This is an optimization exercise on Yosys and OpenROAD, whose aim is small area, not a production implementation.
In this exercise RTL edits were held to simulation tests only and were not proved equivalent to the original.
Power figures rest on the tool's default switching activity, not on a simulated workload.

===== config.mk =====
export PLATFORM = sky130hd
export DESIGN_NAME = usb_data_buffer
export DESIGN_NICKNAME = usb_data_buffer
export VERILOG_FILES = /design/flow/design.v
export SDC_FILE = /design/flow/constraint.sdc
export NUM_CORES = 4
export LEC_CHECK = 0
export CAP_MARGIN = 20
export CORE_MARGIN = 2
export CORE_UTILIZATION = 30
export SLEW_MARGIN = 20

===== constraint.sdc =====
create_clock -name core_clock -period 10.0 [get_ports {clk}]
set_input_delay 2.0000 -clock core_clock [delete_from_list [all_inputs] [get_ports {clk}]]
set_output_delay 2.0000 -clock core_clock [all_outputs]
set_load 0.01 [all_outputs]

===== design.v =====
package usb_pkg;
  localparam int BUFFER_DEPTH = 64;
  typedef enum logic [1:0] {
    SIZE_1B   = 2'd0,
    SIZE_2B   = 2'd1,
    SIZE_4B   = 2'd2,
    SIZE_RSVD = 2'd3
  } xfer_size_t;
  function automatic logic [2:0] size_bytes(input xfer_size_t size);
    case (size)
      2'd0:    size_bytes = 3'd1;
      2'd1:    size_bytes = 3'd2;
      2'd2:    size_bytes = 3'd4;
      default: size_bytes = 3'd0;
    endcase
  endfunction
endpackage
module usb_buffer_mem
#(
  parameter int DEPTH = usb_pkg::BUFFER_DEPTH,
  localparam int AW   = $clog2(DEPTH)
) (
  input  logic          clk,
  input  logic [3:0]    wrEn,
  input  logic [AW-1:0] wrBase,
  input  logic [31:0]   wrData,
  input  logic [AW-1:0] rdBase,
  output logic [31:0]   rdData
);
  logic [7:0] mem [DEPTH];
  always_ff @(posedge clk) begin
    for (int k = 0; k < 4; k++) begin
      if (wrEn[k]) begin
        mem[wrBase + AW'(k)] <= wrData[8*k +: 8];
      end
    end
  end
  always_comb begin
    rdData = '0;
    for (int k = 0; k < 4; k++) begin
      rdData[8*k +: 8] = mem[rdBase + AW'(k)];
    end
  end
endmodule
module usb_data_buffer
#(
  parameter int DEPTH     = usb_pkg::BUFFER_DEPTH,
  parameter int OCC_WIDTH = $clog2(DEPTH) + 1
) (
  input  logic                 clk,
  input  logic                 rst,
  input  logic                 Clear,
  input  logic                 Store_Host_Data,
  input  logic                 Get_Host_Data,
  input  logic [1:0]           Host_Size,
  input  logic [31:0]          Host_Data_In,
  output logic [31:0]          Host_Data_Out,
  input  logic                 Store_RX_Packet_Data,
  input  logic [7:0]           RX_Packet_Data,
  input  logic                 Get_TX_Packet_Data,
  output logic [7:0]           TX_Packet_Data,
  output logic [OCC_WIDTH-1:0] Buffer_Occupancy,
  output logic                 Buffer_Error
);
  localparam int AW = $clog2(DEPTH);
  logic [AW-1:0]        rdPtr, wrPtr;
  logic [OCC_WIDTH-1:0] occ;
  logic                 errFlag;
  usb_pkg::xfer_size_t hostSize;
  logic [2:0] hostBytes;
  logic       hostSizeBad;
  logic [2:0]         popN, popAcc, pushN, pushAcc;
  logic               popOk, popErr, pushOk, pushErr;
  logic [OCC_WIDTH:0] occAfterPop;
  logic               pushFits;
  logic [3:0]         wrEn;
  logic [31:0]        wrData, rdData;
  assign hostSize    = usb_pkg::xfer_size_t'(Host_Size);
  assign hostBytes   = usb_pkg::size_bytes(hostSize);
  assign hostSizeBad = (hostSize == usb_pkg::SIZE_RSVD);
  always_comb begin
    popN   = 3'd0;
    popOk  = 1'b0;
    popErr = 1'b0;
    if (Get_TX_Packet_Data) begin
      popN   = 3'd1;
      popOk  = (OCC_WIDTH'(popN) <= occ);
      popErr = Get_Host_Data | ~popOk;
    end else if (Get_Host_Data) begin
      popN = hostBytes;
      if (hostSizeBad) begin
        popErr = 1'b1;
      end else begin
        popOk  = (OCC_WIDTH'(popN) <= occ);
        popErr = ~popOk;
      end
    end
    popAcc = popOk ? popN : 3'd0;
  end
  always_comb begin
    pushN       = 3'd0;
    pushOk      = 1'b0;
    pushErr     = 1'b0;
    wrData      = Host_Data_In;
    occAfterPop = {1'b0, occ} - (OCC_WIDTH+1)'(popAcc);
    if (Store_RX_Packet_Data) begin
      pushN  = 3'd1;
      wrData = {24'h0, RX_Packet_Data};
    end else if (Store_Host_Data) begin
      pushN = hostBytes;
    end
    pushFits = ((occAfterPop + (OCC_WIDTH+1)'(pushN)) <= (OCC_WIDTH+1)'(DEPTH));
    if (Store_RX_Packet_Data) begin
      pushOk  = pushFits;
      pushErr = Store_Host_Data | ~pushFits;
    end else if (Store_Host_Data) begin
      if (hostSizeBad) begin
        pushErr = 1'b1;
      end else begin
        pushOk  = pushFits;
        pushErr = ~pushFits;
      end
    end
    pushAcc = pushOk ? pushN : 3'd0;
  end
  always_comb begin
    wrEn = '0;
    for (int k = 0; k < 4; k++) begin
      wrEn[k] = ~Clear & (3'(k) < pushAcc);
    end
  end
  usb_buffer_mem #(.DEPTH(DEPTH)) u_mem (
    .clk    (clk),
    .wrEn   (wrEn),
    .wrBase (wrPtr),
    .wrData (wrData),
    .rdBase (rdPtr),
    .rdData (rdData)
  );
  always_ff @(posedge clk) begin
    if (rst || Clear) begin
      rdPtr   <= '0;
      wrPtr   <= '0;
      occ     <= '0;
      errFlag <= 1'b0;
    end else begin
      rdPtr   <= rdPtr + AW'(popAcc);
      wrPtr   <= wrPtr + AW'(pushAcc);
      occ     <= occ - OCC_WIDTH'(popAcc) + OCC_WIDTH'(pushAcc);
      errFlag <= popErr | pushErr;
    end
  end
  always_comb begin
    Host_Data_Out = '0;
    for (int k = 0; k < 4; k++) begin
      if (occ > OCC_WIDTH'(k)) begin
        Host_Data_Out[8*k +: 8] = rdData[8*k +: 8];
      end
    end
  end
  assign TX_Packet_Data   = (occ != '0) ? rdData[7:0] : 8'h00;
  assign Buffer_Occupancy = occ;
  assign Buffer_Error     = errFlag;
endmodule

===== run.sh =====
#!/bin/bash
# synth_recipe.tcl (not shown) runs the flow's synth.tcl, then flattens the netlist and writes it again
# the make line also repeats each setting of config.mk as NAME=value (left out here)
make -C /OpenROAD-flow-scripts/flow DESIGN_CONFIG=/design/flow/config.mk WORK_HOME=/design/flow/orfs CLKGATE_MAP_FILE= SYNTH_SCRIPT=/design/flow/synth_recipe.tcl finish

==> flow_summary.toml <==
[clock_tree]
cts.sinks = 532
ctsHoldBuffers = 0
clock_latency_ns = 0.72
cts_resized = 0
cts_made_buffers = 67
htree_levels = 3
tritoncts = "yes"
postCtsSetupBuffers = 0
ctsRootBufferMaster = "clkbuf_16"
clock_path_buffers = 3
clk_pin_slew_worst_paths_ns = 0.06

[sta]
slew_headroom = 0.116
setup_tns_ns = 0
final.min_clock_period_ns = 8.41
hold_ws_ns = 0.521
fin_crit_sh = 0.841
slew_viol_final = 0
hold_violations = 0
fin_skew_ns = 0.0266
setup_violations = 0
tightest_slew_ns = 1.32
rsz0062_at_grt = "no"
fin_ws_ns = 1.59
max_freq_mhz = 119

[worst_setup_path]
critical_path.max_stage_delay_ns = 0.94
cp.required_ns = 10.31
start_kind = "input pin"
cp_slowest_cell = "o211ai_1"
crit_chain = "clkdlybuf4s50_1 -> nor2b_1 -> ha_1 -> nand4_1 -> nand3_1 -> o21a_1 -> and3_1 -> and2_1 -> fa_1 -> inv_1 -> fa_1 -> xor2_1 -> nor3_1 -> o21ai_0 -> a211o_4 -> buf_4 -> a211oi_4 -> buf_4 -> nand2b_1 -> o211ai_1"
end_kind = "flip-flop"
timing.critical_path.buf_inv = 4
critPathLaunch = "Host_Size[0]"
crit_arrival_ns = 8.71
crit_type = "input pin to flip-flop"
reg2reg_slack_ns = 3.08
cp_max_fo = 28
cpLargestDelayFamily = "compound AO/OA/AOI/OAI gates"
rr_startpoint = "occ[1]$_SDFF_PP0_"

[routing]
post_drt_wl_per_cell_um = 44.9
dr_total_vias = 52866
drt_wl_total_mm = 314
drc = 0
routed_via_density = 7.56
detail-route-antenna-nets = 0
drtIter0Drc = 11290
first_pass_iters = 13

[synth]
yosys.area.top_type = "edfxtp_1"
yosys-top-cells-count = "817 x nand2_1, 624 x mux4_2, 512 x edfxtp_1"
synth-edff-count = 512
ys_warn_count = 2
netlist_area_um2 = 53300
synth_flop_cell = "edfxtp_1"
synth_nets = 4892
syn_inst = 4803
synth_most_common_cell = "nand2_1"
synth_top_cells_by_area = "edfxtp_1 29%, mux4_2 26%, mux2i_1 6.3%"
async_reset_ff_frac = 0
synth_top_cell_area_share = 0.289
synth.avg_cell_area_um2 = 11.1
ys_seq_area_frac = 0.296
synth_cell_type_count = 98
ys_ff_latch = 532

[placed_design]
gp_congestion = 1.08
hpwlAfterDp_mm = 211
post-place-ws_ns = 1.12
dp.cells = 6847
port_buffers = 96

[min_path]
min_path_type = "flip-flop to flip-flop"
hold_start = "wrPtr[5]$_SDFF_PP0_"

[grt]
grt_pass1_wl_mm = 418
grt_max_degree = 129
overflow = 0
grt_usage = 0.335
grt_pass1_vias = 47175
antenna_found_initial = 39

[floorplan]
core_um2 = 176000
ios = 97
fp-row-count = 154
die_x_um = 425
die-area_um2 = 181000
start_util = 0.302
die_h_um = 425

[finish]
fin_nets = 4668
layout-drive-gt1-share = 0.256
area_delta_synth_final_pct = 11.3
layout.cells.non_filler = 6992

[pwr]
p_leak_uw = 0.0182
peakVddDrop_v = 0.000537
finalPower_uw = 11500
powerDensity_nw_per_um2 = 193

[run_status]
outcome = "no timing/DRC/antenna violations"

[job]
drv_cap = 0
-- worst paths after layout --
| path | end | depth (start not counted) |
|---|---|---|
| setup / recovery | u_mem.mem[47][0]$_DFFE_PP_ | 20 |
| hold / removal | wrPtr[5]$_SDFF_PP0_ | 2 |
| setup reg to reg | u_mem.mem[47][0]$_DFFE_PP_ | 19 |
| hold reg to reg | wrPtr[5]$_SDFF_PP0_ | 2 |
-- flip-flops by register name, indices dropped and copies added (netlist names) --
| name | count |
|---|---|
| u_mem.mem | 512 |
| occ | 7 |
| rdPtr | 6 |
| wrPtr | 6 |
| errFlag | 1 |
-- layout make-up --
| class | instances | area [um2] |
|---|---|---|
| multi-input cells | 3626 | 35400 |
| clock inverters | 35 | 442 |
| clock buffers | 85 | 1810 |
| flip-flops and latches | 532 | 15800 |
| inverters | 39 | 146 |
| diodes | 22 | 55.1 |
| fillers | 17441 | 117000 |
| repair buffers | 313 | 2740 |
| well taps | 2340 | 2930 |
-- routing by layer --
| metal | up-vias | part of all wire | track usage | wire length [um] |
|---|---|---|---|---|
| met3 | 1491 | 0.18 | 0.187 | 58000 |
| met1 | 26214 | 0.34 | 0.406 | 105000 |
| met5 | - | 0.0012 | 0.00608 | 372 |
| met4 | 38 | 0.088 | 0.226 | 27600 |
| li1 | 19176 | - | - | - |
| met2 | 5947 | 0.39 | 0.448 | 122000 |
-- layout by cell type, fill, tap and decap left out, types with 69 or more instances in the layout --
cell type and instances:
edfxtp_1 512, a21oi_1 96, o221ai_1 182, nand2_1 816
nor2_1 118, clkdlybuf4s50_1 95, o21ai_0 117, o211ai_1 378
clkbuf_16 69, nand3_1 172, mux2i_1 330, mux4_2 624
buf_4 203
-- worst reg2reg max path, cell delays in order (launching register included) --
cell      delay (ns)
dfxtp_1         0.48
inv_1           0.21
ha_1            0.35
nand4_1         0.07
nand3_1         0.08
o21a_1          0.22
and3_1          0.21
and2_1          0.21
fa_1            0.49
inv_1           0.06
fa_1            0.41
xor2_1          0.18
nor3_1          0.19
o21ai_0         0.26
a211o_4         0.61
buf_4           0.48
a211oi_4        0.40
buf_4           0.31
nand2b_1        0.36
o211ai_1        0.94
-- where the power goes --
group          switching (uW)  total [uW]  internal, uW  leakage (uW)
clock network            1130        2650          1520       0.00110
registers                65.5        2560          2500       0.00477
logic                    4400        6250          1850        0.0123
total                    5590       11500          5870        0.0182
-- cell families after synthesis --
group           Yosys count  synth area share
fa+ha+maj                40            0.0105
simple gates           1341             0.109
compound gates         1245             0.197
mux                     971             0.329
flops                   532             0.296
xor+xnor                 29           0.00512
buf+inv                 645            0.0532
-- stage by stage --
stage,util,area [um2]
global placement,0.322,56800
CTS,0.336,59200
finish,0.337,59300
detailed placement,0.323,56900
floorplan,-,53300
global route,0.336,59300

## re-timing with driven ports
In the flow no input, the clock included, has a driving cell. The finished layout below was timed again as built, in two steps. Step 1 assumes that a clkbuf_16 drives the clock port and a buf_2 every other input. Step 2, shift: input delay + t, output delay - t, t = (earliest + latest rising clock arrival at the registers) / 2. This alone moves slack from input paths to output paths. Three values: ideal, step 1, step 2; two values: the first two.
t, ns: 0.778
setup WS [ns]: 1.592 / 1.591 / 0.813
slew at the worst register clock pin (ns): 0.07 / 0.07
cell pins on the clock port's net: 1
After both steps setup and hold are still met in this run. For this run, drivers alone change the setup slack by -0.001 ns; drivers and shift together by -0.779 ns.
